This design comes from an exercise in tuning for a short achievable clock period and few clock cycles on the open sky130 flow, not from production work. RTL that was checked went through simulation tests only; none was proved equivalent to the original.

==> job 6252: inputs <==
## cpu_top
module cpu_top (
    input  logic                clk,
    input  logic                rst_n,
    output logic                fetch_req,
    output cpu_pkg::pc_t        fetch_addr,
    input  logic                fetch_valid,
    input  cpu_pkg::instr_t     fetch_instr,
    output logic                mem_rd_req,
    output logic                mem_wr_req,
    output cpu_pkg::data_addr_t mem_addr,
    output cpu_pkg::word_t      mem_wdata,
    input  logic                mem_rvalid,
    input  cpu_pkg::word_t      mem_rdata,
    input  logic                mem_wack,
    output logic                retire,
    output logic                halted
);
Settings: LEC_CHECK=0, ABC_CLOCK_PERIOD_IN_PS=2500, CAP_MARGIN=20, CORE_MARGIN=2, CORE_UTILIZATION=40, PLACE_DENSITY=0.6, SETUP_SLACK_MARGIN=5, SLEW_MARGIN=20; clock period 10.0 ns.
run.sh (not shown) runs the stock make flow with config.mk's settings and CLKGATE_MAP_FILE= SYNTH_SCRIPT=/design/flow/synth_recipe.tcl, a recipe that flattens the netlist after the stock synthesis.
==> inputs of job 5763, as changes to job 6252 <==
==> flow/flow/run.sh (new file) <==
#!/bin/bash
set -euo pipefail
bash standard.sh SETUP_SLACK_MARGIN=7.5 finish > flow_make.log 2>&1
==> flow/standard.sh (new file) <==
#!/bin/bash
# synth_recipe.tcl (not shown) runs the flow's synth.tcl, then flattens the netlist and writes it again
# the make line also repeats each setting of config.mk as NAME=value (left out here)
make -C /OpenROAD-flow-scripts/flow DESIGN_CONFIG=/design/flow/config.mk WORK_HOME=/design/flow/orfs CLKGATE_MAP_FILE= SYNTH_SCRIPT=/design/flow/synth_recipe.tcl "${@:-finish}"
--- a/flow/config.mk
+++ b/flow/config.mk
@@ -11,4 +11,3 @@
 export CORE_UTILIZATION = 40
 export PLACE_DENSITY = 0.6
-export SETUP_SLACK_MARGIN = 5
 export SLEW_MARGIN = 20
removed: flow/run.sh
==> summary.txt <==
metric                                                                            job 5763                 job 6252
Run status                                                                  finished clean           finished clean
Register-to-Register Setup Slack                                                   6090 ps                  5070 ps
Final clock period utilization by the worst path                                    39.12%                   49.32%
Clock buffer count                                                                      70                       73
Bufs w/o clock                                                                         595                      158
Logic depth of the worst path, buffers included                                         21                       12
Final net count                                                                      4,015                    3,558
Post-route cell area                                                          0.04502 mm^2             0.03548 mm^2
Number of detailed-routing iterations run before antenna repair                          9                        6
Final clock skew                                                                  37.98 ps                 47.70 ps
Slowest-stage cell, CP                                           sky130_fd_sc_hd__edfxtp_1  sky130_fd_sc_hd__and2_1
Top achievable clock speed                                                      0.2556 GHz               0.2027 GHz
Clk pin slew, worst setup/hold paths                                                 70 ps                    60 ps
Logic depth of the worst register-to-register path                                      21                       12
Wire length on met2                                                              65,960 um                54,590 um
Required time of the critical path                                               10,410 ps                10,540 ps
Number of buffers and inverters on the critical path                                     4                        2
Post-DP HPWL                                                                     88,800 um                87,520 um
Function was not checked in any run of this note: the RTL went through the layout flow alone.

* * *

==> run a <==
cpu_top, a different RTL version from the one above (not shown whole).
clock: 10.0 ns
lec_check: 0
abc_clock_period_in_ps: 2500
cap_margin: 20
core_margin: 2
core_utilization: 40
place_density: 0.6
slew_margin: 20
standard.sh (not shown) runs the stock make flow with config.mk's settings and CLKGATE_MAP_FILE= SYNTH_SCRIPT=/design/flow/synth_recipe.tcl, a recipe that flattens the netlist after the stock synthesis.
==> flow/flow/run.sh <==
#!/bin/bash
set -euo pipefail
bash standard.sh SETUP_SLACK_MARGIN=7.5 finish > flow_make.log 2>&1
==> run b (differences from run a) <==
--- a/flow/design.v
+++ b/flow/design.v
@@ -70,17 +70,16 @@
     logic [QW-1:0] q_head_q;
     logic [QW-1:0] q_tail_q;
     logic [QN-1:0] q_cnt_q;              
     logic        d_v_q;                  
     logic [15:0] ir_q;
     logic [15:0] rs_oh_q;                
     logic [15:0] rt_oh_q;                
-    logic [15:0] wr_oh_q;                
-    logic [15:0] use_q;                  
-    logic [11:0] tgt_q;                  
+    logic [15:0] rd_oh_q;                
+    logic [11:0] binc_q;                 
     logic [15:0] pend_q;                 
     logic        e1_v_q;                 
     logic        e1_mul_q;
     logic        e1_slt_q;
     logic [15:0] e1_wr_q;                
     logic [15:0] em_wr_q;                
     logic [15:0] a_q;
@@ -109,36 +108,48 @@
     assign fetch_addr = fpc_q;
     assign mem_rd_req = rdreq_q;
     assign mem_wr_req = wrreq_q;
     assign mem_addr   = maddr_q;
     assign mem_wdata  = mwdata_q;
     assign retire     = retire_q;
     assign halted     = halted_q;
-    logic        d_beq, d_mem, d_ld, d_alu;
+    logic        d_beq, d_mem, d_ld, d_alu, rd_rs, rd_rt;
+    logic [15:0] wr_oh;
     logic [15:0] rs_val, rt_val;
     assign d_beq = ir_q[15] & ir_q[13];
     assign d_mem = !ir_q[15] & ir_q[14];
     assign d_ld  = d_mem & ir_q[13];
     assign d_alu = !ir_q[15] & !ir_q[14];
+    assign rd_rs = d_alu | d_mem | d_beq;
+    assign rd_rt = d_alu | (d_mem & !ir_q[13]) | d_beq;
+    assign wr_oh = ({16{d_alu}} & rd_oh_q) | ({16{d_ld}} & rt_oh_q);
     always_comb begin
         rs_val = '0;
         rt_val = '0;
         for (int i = 0; i < 16; i++) begin
             rs_val = rs_val | (regs[i] & {16{rs_oh_q[i]}});
             rt_val = rt_val | (regs[i] & {16{rt_oh_q[i]}});
         end
     end
     logic stall, d_issue;
-    assign stall   = |(pend_q & use_q)
+    assign stall   = (rd_rs && |(pend_q & rs_oh_q))
+                  || ((rd_rt || d_ld) && |(pend_q & rt_oh_q))
+                  || (d_alu && |(pend_q & rd_oh_q))
                   || (d_mem && m_st_q);
     assign d_issue = d_v_q && !stall;
     logic [11:0] fpc_inc, br_tgt, br_next;
-    logic        br_taken, br_res;
+    logic        br_taken, br_res, br_co;
     assign fpc_inc  = fpc_q + 12'd1;
-    assign br_tgt   = tgt_q;
+    ks_add #(.W(12)) u_br_add (
+        .a    (binc_q),
+        .b    ({{7{ir_q[4]}}, ir_q[4:0]}),
+        .cin  (1'b0),
+        .s    (br_tgt),
+        .cout (br_co)
+    );
     assign br_taken = (rs_val == rt_val);
     assign br_next  = br_taken ? br_tgt : fpc_inc;
     assign br_res   = d_issue && d_beq;
     logic        f_beq, f_over;
     logic        room_arr, room_pend;
     assign f_beq  = fetch_instr[15] & fetch_instr[13];
     assign f_over = fetch_instr[15] ? fetch_instr[12] : fpc_inc[11];
@@ -192,59 +203,27 @@
                     freq_q <= 1'b1;
                 end
             end
         end
     end
     logic        q_empty, d_take, q_push, q_pop;
     logic [15:0] nx_ir;
-    logic        nx_ctrl, nx_mem, nx_alu, nx_ld, nx_st, nx_beq;
-    logic [15:0] nx_rs_oh, nx_rt_oh, nx_wr_oh;
+    logic [15:0] nx_rs_oh, nx_rt_oh, nx_rd_oh;
     assign q_empty = !q_cnt_q[0];
     assign d_take  = !d_v_q || d_issue;
     assign q_pop   = d_take && !q_empty;
     assign q_push  = fetch_valid && !(d_take && q_empty);
     assign nx_ir   = q_empty ? fetch_instr : q_mem[q_head_q];
-    assign nx_ctrl = nx_ir[15];
-    assign nx_beq  = nx_ir[15] & nx_ir[13];
-    assign nx_mem  = !nx_ir[15] & nx_ir[14];
-    assign nx_ld   = nx_mem & nx_ir[13];
-    assign nx_st   = nx_mem & !nx_ir[13];
-    assign nx_alu  = !nx_ir[15] & !nx_ir[14];
     always_comb begin
         for (int i = 0; i < 16; i++) begin
-            nx_rs_oh[i] = (nx_ir[12:9] == 4'(i)) && (nx_alu || nx_mem || nx_beq);
-            nx_rt_oh[i] = (nx_ir[8:5] == 4'(i)) && (nx_alu || nx_st || nx_beq);
-            nx_wr_oh[i] = ((nx_ir[4:1] == 4'(i)) && nx_alu) || ((nx_ir[8:5] == 4'(i)) && nx_ld);
+            nx_rs_oh[i] = (nx_ir[12:9] == 4'(i));
+            nx_rt_oh[i] = (nx_ir[8:5] == 4'(i));
+            nx_rd_oh[i] = (nx_ir[4:1] == 4'(i));
         end
     end
-    logic [11:0] nx_tgt;
-    logic [6:0]  t_up, t_dn;
-    logic        t_c5, t_co1, t_co2;
-    ks_add #(.W(5)) u_tgt_lo (
-        .a    (fpc_inc[4:0]),
-        .b    (nx_ir[4:0]),
-        .cin  (1'b0),
-        .s    (nx_tgt[4:0]),
-        .cout (t_c5)
-    );
-    ks_add #(.W(7)) u_tgt_up (
-        .a    (fpc_inc[11:5]),
-        .b    (7'd0),
-        .cin  (1'b1),
-        .s    (t_up),
-        .cout (t_co1)
-    );
-    ks_add #(.W(7)) u_tgt_dn (
-        .a    (fpc_inc[11:5]),
-        .b    (7'h7f),
-        .cin  (1'b0),
-        .s    (t_dn),
-        .cout (t_co2)
-    );
-    assign nx_tgt[11:5] = (t_c5 == nx_ir[4]) ? fpc_inc[11:5] : (t_c5 ? t_up : t_dn);
     always_ff @(posedge clk or negedge rst_n) begin
         if (!rst_n) begin
             q_head_q <= '0;
             q_tail_q <= '0;
             q_cnt_q  <= '0;
             d_v_q    <= 1'b0;
         end else begin
@@ -252,22 +231,21 @@
             if (q_pop)  q_head_q <= q_head_q + 1'b1;
             if (q_push && !q_pop)      q_cnt_q <= {q_cnt_q[QN-2:0], 1'b1};
             else if (q_pop && !q_push) q_cnt_q <= {1'b0, q_cnt_q[QN-1:1]};
             if (d_take) d_v_q <= !q_empty || fetch_valid;
         end
     end
     always_ff @(posedge clk) begin
+        binc_q <= fpc_inc;
         if (q_push) q_mem[q_tail_q] <= fetch_instr;
         if (d_take) begin
             ir_q    <= nx_ir;
             rs_oh_q <= nx_rs_oh;
             rt_oh_q <= nx_rt_oh;
-            wr_oh_q <= nx_wr_oh;
-            use_q   <= nx_rs_oh | nx_rt_oh | nx_wr_oh;
-            tgt_q   <= nx_tgt;
+            rd_oh_q <= nx_rd_oh;
         end
     end
     logic [15:0] alu_res, mul_res, sum;
     logic        slt, sum_co, mul_co;
     ks_add #(.W(16)) u_alu_add (
         .a    (a_q),
         .b    (bx_q),
@@ -335,16 +313,16 @@
             em_wr_q <= '0;
             e2_wr_q <= '0;
             e3_wr_q <= '0;
             e2_v_q <= 1'b0;
             e3_v_q <= 1'b0;
         end else begin
             e1_v_q <= d_issue && d_alu;
-            e1_wr_q <= (d_issue && d_alu && !(ir_q[13] && !ir_q[0])) ? wr_oh_q : 16'd0;
-            em_wr_q <= (d_issue && d_alu && (ir_q[13] && !ir_q[0])) ? wr_oh_q : 16'd0;
+            e1_wr_q <= (d_issue && d_alu && !(ir_q[13] && !ir_q[0])) ? wr_oh : 16'd0;
+            em_wr_q <= (d_issue && d_alu && (ir_q[13] && !ir_q[0])) ? wr_oh : 16'd0;
             e2_wr_q <= em_wr_q;
             e3_wr_q <= e2_wr_q;
             e2_v_q <= e1_v_q && e1_mul_q;
             e3_v_q <= e2_v_q;
         end
     end
     always_ff @(posedge clk) begin
@@ -388,15 +366,15 @@
     end
     always_ff @(posedge clk) begin
         if (!m_st_q) begin
             m_base_q <= rs_val[11:0];
             m_imm_q  <= ir_q[4:0];
             m_data_q <= rt_val;
             m_ld_q   <= d_ld;
-            m_wr_q   <= wr_oh_q;
+            m_wr_q   <= wr_oh;
         end
         maddr_q  <= m_addr;
         mwdata_q <= m_data_q;
         if (launch) lo_wr_q <= m_ld_q ? m_wr_q : 16'd0;
     end
     logic [15:0] ld_wr_q, w_wr_q, wm_wr_q;
     logic [15:0] ldd_q, w_res_q, wm_res_q;
@@ -426,15 +404,15 @@
                     regs[i] <= ldd_q;
                 end else if (w_wr_q[i]) begin
                     regs[i] <= w_res_q;
                 end else if (wm_wr_q[i]) begin
                     regs[i] <= wm_res_q;
                 end
             end
-            pend_q <= (pend_q & ~ld_wr_q & ~w_wr_q & ~wm_wr_q) | (d_issue ? wr_oh_q : 16'd0);
+            pend_q <= (pend_q & ~ld_wr_q & ~w_wr_q & ~wm_wr_q) | (d_issue ? wr_oh : 16'd0);
         end
     end
     always_ff @(posedge clk or negedge rst_n) begin
         if (!rst_n) begin
             retire_q <= 1'b0;
             halted_q <= 1'b0;
         end else begin
==> flow/flow/run.sh (replaced) <==
#!/bin/bash
set -euo pipefail
bash standard.sh SETUP_SLACK_MARGIN=7.5 MATCH_CELL_FOOTPRINT=0 \
    "BUFFER_PORTS_ARGS=-buffer_cell sky130_fd_sc_hd__buf_4" finish > flow_make.log 2>&1
==> impl_metrics.ini <==
[die]
dieWidth_um = 319.5

[critical_path]
cp-start-kind = flop
cpMaxStageDelayCell = dfrtp_2
cp.required_ns = 8.00

[routing]
viasPerCell = 5.910

[place]
dpl.hpwl_mm = 86.82

[status]
status = timing/DRC/antenna clean

[sta]
setup_slack_ns = 6.767
relSlewSlack_pct = 28.61
[end of results for run b]
==> impl_metrics.ini <==
[status]
status = timing/DRC/antenna clean

[sta]
relSlewSlack_pct = 25.74
finalSetupViolCount = 0
setup_slack_ns = 6.456
timing.fmax_mhz = 282.2

[place]
dpl.hpwl_mm = 83.82

[global_routing]
grt_antenna_before_repair = 0
grtUsageMet2_pct = 39.65

[critical_path]
cpMaxStageDelayCell = mux2_4
cp.required_ns = 10.42

[routing]
viasPerCell = 5.849

[clock_tree]
postCtsSetupBuffers = 99

[yosys]
synth_top_cell_area_share_pct = 25.87
yosys_warnings = 21

[final_layout]
seq_cells = 831
[end of results for run a]
Testbench counts of run a, summed over its fixed seeds: cycles 38,217.
Testbench counts of run b, summed over its fixed seeds: cycles 38,217.

==> afterwards: timing with drivers on the ports <==
Ports are ideal in the flow. The routed layouts listed here were re-timed in OpenROAD. Step 1 sets driving cells, clkbuf_16 on the clock port and buf_2 on the other inputs (assumed; they add their load-dependent delay and slew). Step 2 also shifts input and output timing later by t, the mid clock arrival at the registers, as if the neighbouring blocks saw the same clock. Three values: ideal, step 1, step 2; two values: the first two.
run	t (ns)	setup slack, ns	worst hold slack (ns)	worst data-port slew with drivers (ns)	pins driven straight from the clock port
job 6252	0.698	5.068 / 5.068 / 4.953	0.461 / 0.461 / 0.461	0.12	1
job 5763	0.715	6.088 / 6.088 / 6.024	0.488 / 0.488 / 0.488	0.14	1
run a	0.728	6.456 / 6.481 / 5.754	0.319 / 0.319 / 0.319	0.08	1
run b	0.728	6.767 / 6.702 / 6.671	0.322 / 0.322 / 0.322	0.19	1
After both steps setup and hold are still met in every run listed. The setup slack of run a, which loses most, moves by +0.025 ns with the drivers and by -0.702 ns with both steps.
